Context: an optimization exercise on an open-source flow, tuned for small area and a short achievable clock period. The choices shown serve that exercise and are no tape-out recipe. RTL that was checked went through simulation tests only; none was proved equivalent to the original.

==> inputs of branch onyx <==
## rx_payload_q
module rx_payload_q (
     input  logic                           clk
    ,input  logic                           reset
    ,input  logic                           enq_req_val
    ,input  logic [rx_q_cfg_pkg::FLOW_ID_W-1:0] enq_req_flowid
    ,input  logic [rx_q_cfg_pkg::ENTRY_W-1:0]   enq_req_data
    ,output logic                           enq_req_rdy
    ,input  logic                           rd_req_val
    ,input  logic [rx_q_cfg_pkg::FLOW_ID_W-1:0] rd_req_flowid
    ,output logic                           rd_req_rdy
    ,output logic                           rd_resp_val
    ,output logic                           rd_resp_is_empty
    ,output logic [rx_q_cfg_pkg::ENTRY_W-1:0]   rd_resp_entry
    ,input  logic                           rd_resp_rdy
);
==> module flow_ring, before the edit <==
module flow_ring (
     input  logic                           clk
    ,input  logic                           reset
    ,input  logic                           push
    ,input  logic [rx_q_cfg_pkg::ENTRY_W-1:0]   push_data
    ,output logic                           full
    ,input  logic                           pop
    ,output logic [rx_q_cfg_pkg::ENTRY_W-1:0]   head_data
    ,output logic                           empty
);
    localparam int RING_DEPTH = rx_q_cfg_pkg::RING_DEPTH;
    localparam int RING_IDX_W = rx_q_cfg_pkg::RING_IDX_W;
    localparam int ENTRY_W    = rx_q_cfg_pkg::ENTRY_W;
    logic [ENTRY_W-1:0]     entries [RING_DEPTH];
    logic [RING_DEPTH-1:0]  head_oh;
    logic [RING_DEPTH-1:0]  tail_oh;
    logic                   full_reg;
    logic                   empty_reg;
    logic [RING_DEPTH-1:0]  head_oh_nxt;
    logic [RING_DEPTH-1:0]  tail_oh_nxt;
    assign head_oh_nxt = {head_oh[RING_DEPTH-2:0], head_oh[RING_DEPTH-1]};
    assign tail_oh_nxt = {tail_oh[RING_DEPTH-2:0], tail_oh[RING_DEPTH-1]};
    assign full  = full_reg;
    assign empty = empty_reg;
    always_ff @(posedge clk) begin
        if (reset) begin
            head_oh   <= RING_DEPTH'(1);
            tail_oh   <= RING_DEPTH'(1);
            full_reg  <= 1'b0;
            empty_reg <= 1'b1;
        end
        else begin
            if (push) begin
                tail_oh <= tail_oh_nxt;
            end
            if (pop) begin
                head_oh <= head_oh_nxt;
            end
            if (push && !pop) begin
                empty_reg <= 1'b0;
                full_reg  <= |(tail_oh_nxt & head_oh);
            end
            else if (pop && !push) begin
                full_reg  <= 1'b0;
                empty_reg <= |(head_oh_nxt & tail_oh);
            end
        end
    end
    always_ff @(posedge clk) begin
        for (int e = 0; e < RING_DEPTH; e++) begin
            if (push && tail_oh[e]) begin
                entries[e] <= push_data;
            end
        end
    end
    always_comb begin
        head_data = '0;
        for (int e = 0; e < RING_DEPTH; e++) begin
            head_data = head_data
                      | (entries[e] & {ENTRY_W{!empty_reg && head_oh[e]}});
        end
    end
endmodule
==> module read_resp_stage, before the edit <==
module read_resp_stage (
     input  logic                                   clk
    ,input  logic                                   reset
    ,input  logic                                   rd_req_val
    ,input  logic [rx_q_cfg_pkg::FLOW_ID_W-1:0]         rd_req_flowid
    ,output logic                                   rd_req_rdy
    ,output logic                                   rd_resp_val
    ,output logic                                   rd_resp_is_empty
    ,output logic [rx_q_cfg_pkg::ENTRY_W-1:0]           rd_resp_entry
    ,input  logic                                   rd_resp_rdy
    ,input  logic [rx_q_cfg_pkg::FLOW_CNT-1:0]      empty_vec
    ,input  logic [rx_q_cfg_pkg::FLOW_CNT*rx_q_cfg_pkg::ENTRY_W-1:0] head_data_vec
    ,output logic [rx_q_cfg_pkg::FLOW_CNT-1:0]      pop_vec
);
    localparam int FLOW_CNT   = rx_q_cfg_pkg::FLOW_CNT;
    localparam int FLOW_ID_W  = rx_q_cfg_pkg::FLOW_ID_W;
    localparam int ENTRY_W    = rx_q_cfg_pkg::ENTRY_W;
    logic                   req_xfer;
    logic                   sel_empty;
    logic [ENTRY_W-1:0]     sel_data;
    logic                   resp_val_reg;
    logic                   resp_is_empty_reg;
    logic [ENTRY_W-1:0]     resp_entry_reg;
    for (genvar i = 0; i < FLOW_CNT; i++) begin : g_ring
        assign pop_vec[i] = req_xfer && (rd_req_flowid == FLOW_ID_W'(i))
                            && !empty_vec[i];
    end
    assign rd_req_rdy = ~resp_val_reg | rd_resp_rdy;
    assign req_xfer   = rd_req_val & rd_req_rdy;
    assign sel_empty = empty_vec[rd_req_flowid];
    always_comb begin
        sel_data = '0;
        for (int i = 0; i < FLOW_CNT; i++) begin
            sel_data = sel_data
                     | (head_data_vec[i*ENTRY_W +: ENTRY_W]
                        & {ENTRY_W{rd_req_flowid == FLOW_ID_W'(i)}});
        end
    end
    always_ff @(posedge clk) begin
        if (reset) begin
            resp_val_reg <= 1'b0;
        end
        else if (req_xfer) begin
            resp_val_reg <= 1'b1;
        end
        else if (rd_resp_rdy) begin
            resp_val_reg <= 1'b0;
        end
    end
    always_ff @(posedge clk) begin
        if (req_xfer) begin
            resp_is_empty_reg <= sel_empty;
            resp_entry_reg    <= sel_data;
        end
    end
    assign rd_resp_val      = resp_val_reg;
    assign rd_resp_is_empty = resp_is_empty_reg;
    assign rd_resp_entry    = resp_entry_reg;
endmodule
==> flow/config.mk <==
export PLATFORM = sky130hd
export DESIGN_NAME = rx_payload_q
export DESIGN_NICKNAME = rx_payload_q
export VERILOG_FILES = /design/flow/design.v
export SDC_FILE = /design/flow/constraint.sdc
export NUM_CORES = 4
export LEC_CHECK = 0
export CAP_MARGIN = 20
export CORE_MARGIN = 2
export CORE_UTILIZATION = 60
export SETUP_SLACK_MARGIN = 2.5
export SLEW_MARGIN = 20
==> flow/constraint.sdc <==
create_clock -name core_clock -period 5.0 [get_ports {clk}]
set_input_delay 1.0000 -clock core_clock [delete_from_list [all_inputs] [get_ports {clk}]]
set_output_delay 1.0000 -clock core_clock [all_outputs]
set_load 0.01 [all_outputs]
run.sh (not shown) runs the stock make flow with config.mk's settings and CLKGATE_MAP_FILE= SYNTH_SCRIPT=/design/flow/synth_recipe.tcl, a recipe that flattens the netlist after the stock synthesis.
==> branch juniper: changes against branch onyx <==
--- a/flow/design.v
+++ b/flow/design.v
@@ -25,5 +25,7 @@
     localparam int ENTRY_W    = rx_q_cfg_pkg::ENTRY_W;
     logic [ENTRY_W-1:0]     entries [RING_DEPTH];
+    localparam int JC_W       = RING_DEPTH / 2;
     logic [RING_DEPTH-1:0]  head_oh;
+    logic [JC_W-1:0]        tail_jc;
     logic [RING_DEPTH-1:0]  tail_oh;
     logic                   full_reg;
@@ -33,4 +35,14 @@
     assign head_oh_nxt = {head_oh[RING_DEPTH-2:0], head_oh[RING_DEPTH-1]};
     assign tail_oh_nxt = {tail_oh[RING_DEPTH-2:0], tail_oh[RING_DEPTH-1]};
+    for (genvar k = 0; k < JC_W; k++) begin : g_tail_dec
+        if (k == 0) begin : g_first
+            assign tail_oh[k]        = ~tail_jc[JC_W-1] & ~tail_jc[0];
+            assign tail_oh[k + JC_W] =  tail_jc[JC_W-1] &  tail_jc[0];
+        end
+        else begin : g_rest
+            assign tail_oh[k]        =  tail_jc[k-1] & ~tail_jc[k];
+            assign tail_oh[k + JC_W] = ~tail_jc[k-1] &  tail_jc[k];
+        end
+    end
     assign full  = full_reg;
     assign empty = empty_reg;
@@ -38,5 +50,5 @@
         if (reset) begin
             head_oh   <= RING_DEPTH'(1);
-            tail_oh   <= RING_DEPTH'(1);
+            tail_jc   <= '0;
             full_reg  <= 1'b0;
             empty_reg <= 1'b1;
@@ -44,15 +56,19 @@
         else begin
             if (push) begin
-                tail_oh <= tail_oh_nxt;
+                tail_jc <= {tail_jc[JC_W-2:0], ~tail_jc[JC_W-1]};
             end
             if (pop) begin
                 head_oh <= head_oh_nxt;
             end
-            if (push && !pop) begin
+            if (pop) begin
+                full_reg <= 1'b0;
+            end
+            else if (push) begin
+                full_reg <= |(tail_oh_nxt & head_oh);
+            end
+            if (push) begin
                 empty_reg <= 1'b0;
-                full_reg  <= |(tail_oh_nxt & head_oh);
-            end
-            else if (pop && !push) begin
-                full_reg  <= 1'b0;
+            end
+            else if (pop) begin
                 empty_reg <= |(head_oh_nxt & tail_oh);
             end
@@ -61,5 +77,5 @@
     always_ff @(posedge clk) begin
         for (int e = 0; e < RING_DEPTH; e++) begin
-            if (push && tail_oh[e]) begin
+            if (!full_reg && tail_oh[e]) begin
                 entries[e] <= push_data;
             end
@@ -148,5 +164,5 @@
     end
     always_ff @(posedge clk) begin
-        if (req_xfer) begin
+        if (rd_req_rdy) begin
             resp_is_empty_reg <= sel_empty;
             resp_entry_reg    <= sel_data;
==> flow/flow/run.sh (new file) <==
#!/bin/bash
# The standard layout (standard.sh) with these changes to how it is made:
#  - synthesis maps logic with flow/abc_map.script, an area-recovering ABC
#    script, in place of ORFS's abc_speed.script, and keeps ABC off the cells
#    listed in flow/abc_dont_use.txt (the mux cells, whose select-to-output
#    delay is slow on the port-to-port enq_req_rdy path). Everything else in
#    the synthesis (synth_recipe.tcl, dfflibmap, flatten, renames) is
#    unchanged, so the registers are the standard synthesis's.
#  - port buffers use a plain buffer cell instead of the delay buffer that
#    buffer_ports picks on its own.
# Each make run's full output goes to a log file in the work folder; ORFS's
# per-step logs stay under orfs/logs.
set -euo pipefail
work=$(pwd)
rm -rf "$work/orfs_scripts"
cp -r "$FLOW_HOME/scripts" "$work/orfs_scripts"
cp "$work/flow/abc_map.script" "$work/orfs_scripts/abc_speed.script"
python3 "$work/flow/patch_preamble.py" "$work/orfs_scripts/synth_preamble.tcl"
export ABC_EXTRA_DONT_USE="$(tr '\n' ' ' < "$work/flow/abc_dont_use.txt")"
export BUFFER_PORTS_ARGS="-buffer_cell sky130_fd_sc_hd__buf_2"
export IO_CONSTRAINTS="$(pwd)/flow/io.tcl"
export PRE_IO_PLACEMENT_TCL="$(pwd)/flow/io.tcl"
bash standard.sh SCRIPTS_DIR="$work/orfs_scripts" synth > flow_synth.log 2>&1
bash standard.sh SCRIPTS_DIR="$work/orfs_scripts" finish > flow_make.log 2>&1
==> flow/flow/abc_dont_use.txt (new file) <==
sky130_fd_sc_hd__mux4_1
sky130_fd_sc_hd__mux4_2
sky130_fd_sc_hd__mux4_4
sky130_fd_sc_hd__mux2_1
sky130_fd_sc_hd__mux2_2
sky130_fd_sc_hd__mux2_4
sky130_fd_sc_hd__mux2_8
==> flow/flow/abc_map.script (new file) <==
&get -n
&st
&syn2
&dch
&nf -R 1000 -p
&put
==> flow/flow/io.tcl (new file) <==
# Keep the control ports, whose port-to-port paths (enq_req_flowid to
# enq_req_rdy, rd_resp_rdy to rd_req_rdy) set the clock period, side by side
# on the die's edge instead of wherever the pin placer scatters them.
set_io_pin_constraint -group -order -pin_names {
  enq_req_val enq_req_flowid[1] enq_req_flowid[0] enq_req_rdy
  rd_req_rdy rd_resp_rdy rd_resp_val rd_req_val rd_req_flowid[1] rd_req_flowid[0]
}
==> flow/flow/patch_preamble.py (new file) <==
import sys
p = sys.argv[1]
s = open(p).read()
anchor = "# Technology mapping for cells\nset abc_args [list -script $abc_script"
assert anchor in s
s = s.replace(anchor, "# Cells the flow keeps ABC from mapping to (its own flow's choice)\nforeach cell [env_var_or_empty ABC_EXTRA_DONT_USE] {\n  lappend lib_dont_use_args -dont_use $cell\n}\n\n" + anchor)
open(p, 'w').write(s)
==> flow/standard.sh (new file) <==
#!/bin/bash
# synth_recipe.tcl (not shown) runs the flow's synth.tcl, then flattens the netlist and writes it again
# the make line also repeats each setting of config.mk as NAME=value (left out here)
make -C /OpenROAD-flow-scripts/flow DESIGN_CONFIG=/design/flow/config.mk WORK_HOME=/design/flow/orfs CLKGATE_MAP_FILE= SYNTH_SCRIPT=/design/flow/synth_recipe.tcl "${@:-finish}"
Settings changed: CTS_BUF_LIST set to sky130_fd_sc_hd__clkbuf_16, CTS_CLUSTER_DIAMETER set to 100, CTS_CLUSTER_SIZE set to 30, SETUP_SLACK_MARGIN 2.5 to 2.6.
removed: flow/run.sh
==> branch lagoon: changes against branch onyx <==
--- a/flow/design.v
+++ b/flow/design.v
@@ -25,5 +25,7 @@
     localparam int ENTRY_W    = rx_q_cfg_pkg::ENTRY_W;
     logic [ENTRY_W-1:0]     entries [RING_DEPTH];
+    localparam int JC_W       = RING_DEPTH / 2;
     logic [RING_DEPTH-1:0]  head_oh;
+    logic [JC_W-1:0]        tail_jc;
     logic [RING_DEPTH-1:0]  tail_oh;
     logic                   full_reg;
@@ -33,4 +35,14 @@
     assign head_oh_nxt = {head_oh[RING_DEPTH-2:0], head_oh[RING_DEPTH-1]};
     assign tail_oh_nxt = {tail_oh[RING_DEPTH-2:0], tail_oh[RING_DEPTH-1]};
+    for (genvar k = 0; k < JC_W; k++) begin : g_tail_dec
+        if (k == 0) begin : g_first
+            assign tail_oh[k]        = ~tail_jc[JC_W-1] & ~tail_jc[0];
+            assign tail_oh[k + JC_W] =  tail_jc[JC_W-1] &  tail_jc[0];
+        end
+        else begin : g_rest
+            assign tail_oh[k]        =  tail_jc[k-1] & ~tail_jc[k];
+            assign tail_oh[k + JC_W] = ~tail_jc[k-1] &  tail_jc[k];
+        end
+    end
     assign full  = full_reg;
     assign empty = empty_reg;
@@ -38,5 +50,5 @@
         if (reset) begin
             head_oh   <= RING_DEPTH'(1);
-            tail_oh   <= RING_DEPTH'(1);
+            tail_jc   <= '0;
             full_reg  <= 1'b0;
             empty_reg <= 1'b1;
@@ -44,15 +56,19 @@
         else begin
             if (push) begin
-                tail_oh <= tail_oh_nxt;
+                tail_jc <= {tail_jc[JC_W-2:0], ~tail_jc[JC_W-1]};
             end
             if (pop) begin
                 head_oh <= head_oh_nxt;
             end
-            if (push && !pop) begin
+            if (pop) begin
+                full_reg <= 1'b0;
+            end
+            else if (push) begin
+                full_reg <= |(tail_oh_nxt & head_oh);
+            end
+            if (push) begin
                 empty_reg <= 1'b0;
-                full_reg  <= |(tail_oh_nxt & head_oh);
-            end
-            else if (pop && !push) begin
-                full_reg  <= 1'b0;
+            end
+            else if (pop) begin
                 empty_reg <= |(head_oh_nxt & tail_oh);
             end
@@ -61,5 +77,5 @@
     always_ff @(posedge clk) begin
         for (int e = 0; e < RING_DEPTH; e++) begin
-            if (push && tail_oh[e]) begin
+            if (!full_reg && tail_oh[e]) begin
                 entries[e] <= push_data;
             end
@@ -148,5 +164,5 @@
     end
     always_ff @(posedge clk) begin
-        if (req_xfer) begin
+        if (rd_req_rdy) begin
             resp_is_empty_reg <= sel_empty;
             resp_entry_reg    <= sel_data;
==> flow/flow/run.sh (new file) <==
#!/bin/bash
# The standard layout (standard.sh) with two changes to how it is made:
#  - synthesis maps logic with flow/abc_map.script, an area-recovering ABC
#    script, in place of ORFS's abc_speed.script. Everything else in the
#    synthesis (synth_recipe.tcl, dfflibmap, flatten, renames) is unchanged,
#    so the registers are the standard synthesis's.
#  - port buffers use a plain buffer cell instead of the delay buffer that
#    buffer_ports picks on its own.
# Each make run's full output goes to a log file in the work folder; ORFS's
# per-step logs stay under orfs/logs.
set -euo pipefail
work=$(pwd)
rm -rf "$work/orfs_scripts"
cp -r "$FLOW_HOME/scripts" "$work/orfs_scripts"
cp "$work/flow/abc_map.script" "$work/orfs_scripts/abc_speed.script"
export BUFFER_PORTS_ARGS="-buffer_cell sky130_fd_sc_hd__buf_2"
bash standard.sh SCRIPTS_DIR="$work/orfs_scripts" synth > flow_synth.log 2>&1
bash standard.sh SCRIPTS_DIR="$work/orfs_scripts" finish > flow_make.log 2>&1
==> flow/flow/abc_map.script (new file) <==
&get -n
&st
&syn2
&dch
&nf -R 1000 -p
&put
==> flow/standard.sh (new file) <==
#!/bin/bash
# synth_recipe.tcl (not shown) runs the flow's synth.tcl, then flattens the netlist and writes it again
# the make line also repeats each setting of config.mk as NAME=value (left out here)
make -C /OpenROAD-flow-scripts/flow DESIGN_CONFIG=/design/flow/config.mk WORK_HOME=/design/flow/orfs CLKGATE_MAP_FILE= SYNTH_SCRIPT=/design/flow/synth_recipe.tcl "${@:-finish}"
Settings changed: CTS_BUF_LIST set to sky130_fd_sc_hd__clkbuf_16, CTS_CLUSTER_DIAMETER set to 100, CTS_CLUSTER_SIZE set to 30, SETUP_SLACK_MARGIN 2.5 to 2.8.
removed: flow/run.sh
==> out/metrics.csv <==
metric,value,unit
outcome,no timing/DRC/antenna violations,
gp_congestion,0.8277,
synth_fa_ha_area_frac,0.001230,
cp-endpoint,enq_req_rdy,
dpl.hpwl,55270,um
synth_simple_gate_area_share,0.03676,
met1Wirelength,40820,um
path_depth,4,
die_x,264.4,um
antenna_cells,0,
cpMostUsedCell,o21ai_1,
clk_pin_slew,0.06,ns
placedCellCount,3145,
# the run above: branch onyx

==> out/metrics.csv <==
metric,value,unit
outcome,no timing/DRC/antenna violations,
gp_congestion,0.8699,
placedCellCount,3007,
synth_simple_gate_area_share,0.03641,
cp-endpoint,enq_req_rdy,
path_depth,4,
met3_usage,0.04774,
die_x,259.5,um
slowest_delay,0.49,ns
dpl.hpwl,64940,um
synth_fa_ha_area_frac,0,
antenna_cells,1,
met1Wirelength,44980,um
drt-initial-drc-count,4903,
# the run above: branch lagoon

==> out/metrics.csv <==
metric,value,unit
tool.error,[ERROR PPL-0104] Pins  enq_req_flowid[0] enq_req_flowid[1] enq_req_rdy enq_req_val rd_req_flowid[0] rd_req_flowid[1] rd_req_rdy rd_req_val rd_resp_rdy rd_resp_val are ...,
synth_top_cell_area_share,0.8100,
synth_simple_gate_area_share,0.03768,
synth_fa_ha_area_frac,0,
synth_edf_count,1057,
synthesis.instances,2013,
haltStage,3_2_place_iop,
synth_compound_area_frac,0.1215,
outcome,aborted with a tool error,
die_x,259.6,um
# the run above: branch juniper

The RTL of branch onyx was laid out without a check of its function.

[afterwards: timing with drivers on the ports]
The results above use ideal ports. As a check the final layouts listed here were re-extracted and re-timed, cells and wires unchanged. Step 1, drivers: a clkbuf_16 drives clk and a buf_2 each remaining input, both assumed. Step 2, shift: input delay + t, output delay - t, t = (earliest + latest rising clock arrival at the registers) / 2. This alone moves slack from input paths to output paths. Three values: ideal ports, drivers, drivers and shift; two values: the first two.
run | shift t [ns] | setup WS [ns] | worst setup path at the end | worst register clock-pin slew, ns | cell pins on the clock port's net
branch onyx | 0.710 | 2.390 / 2.352 / 1.863 | input to register | 0.06 / 0.06 | 1
branch lagoon | 0.694 | 2.286 / 2.220 / 2.106 | input to register | 0.12 / 0.12 | 1
After both steps every run listed still meets setup and hold. The setup slack of branch onyx, which loses most, moves by -0.038 ns with the drivers and by -0.527 ns with both steps.
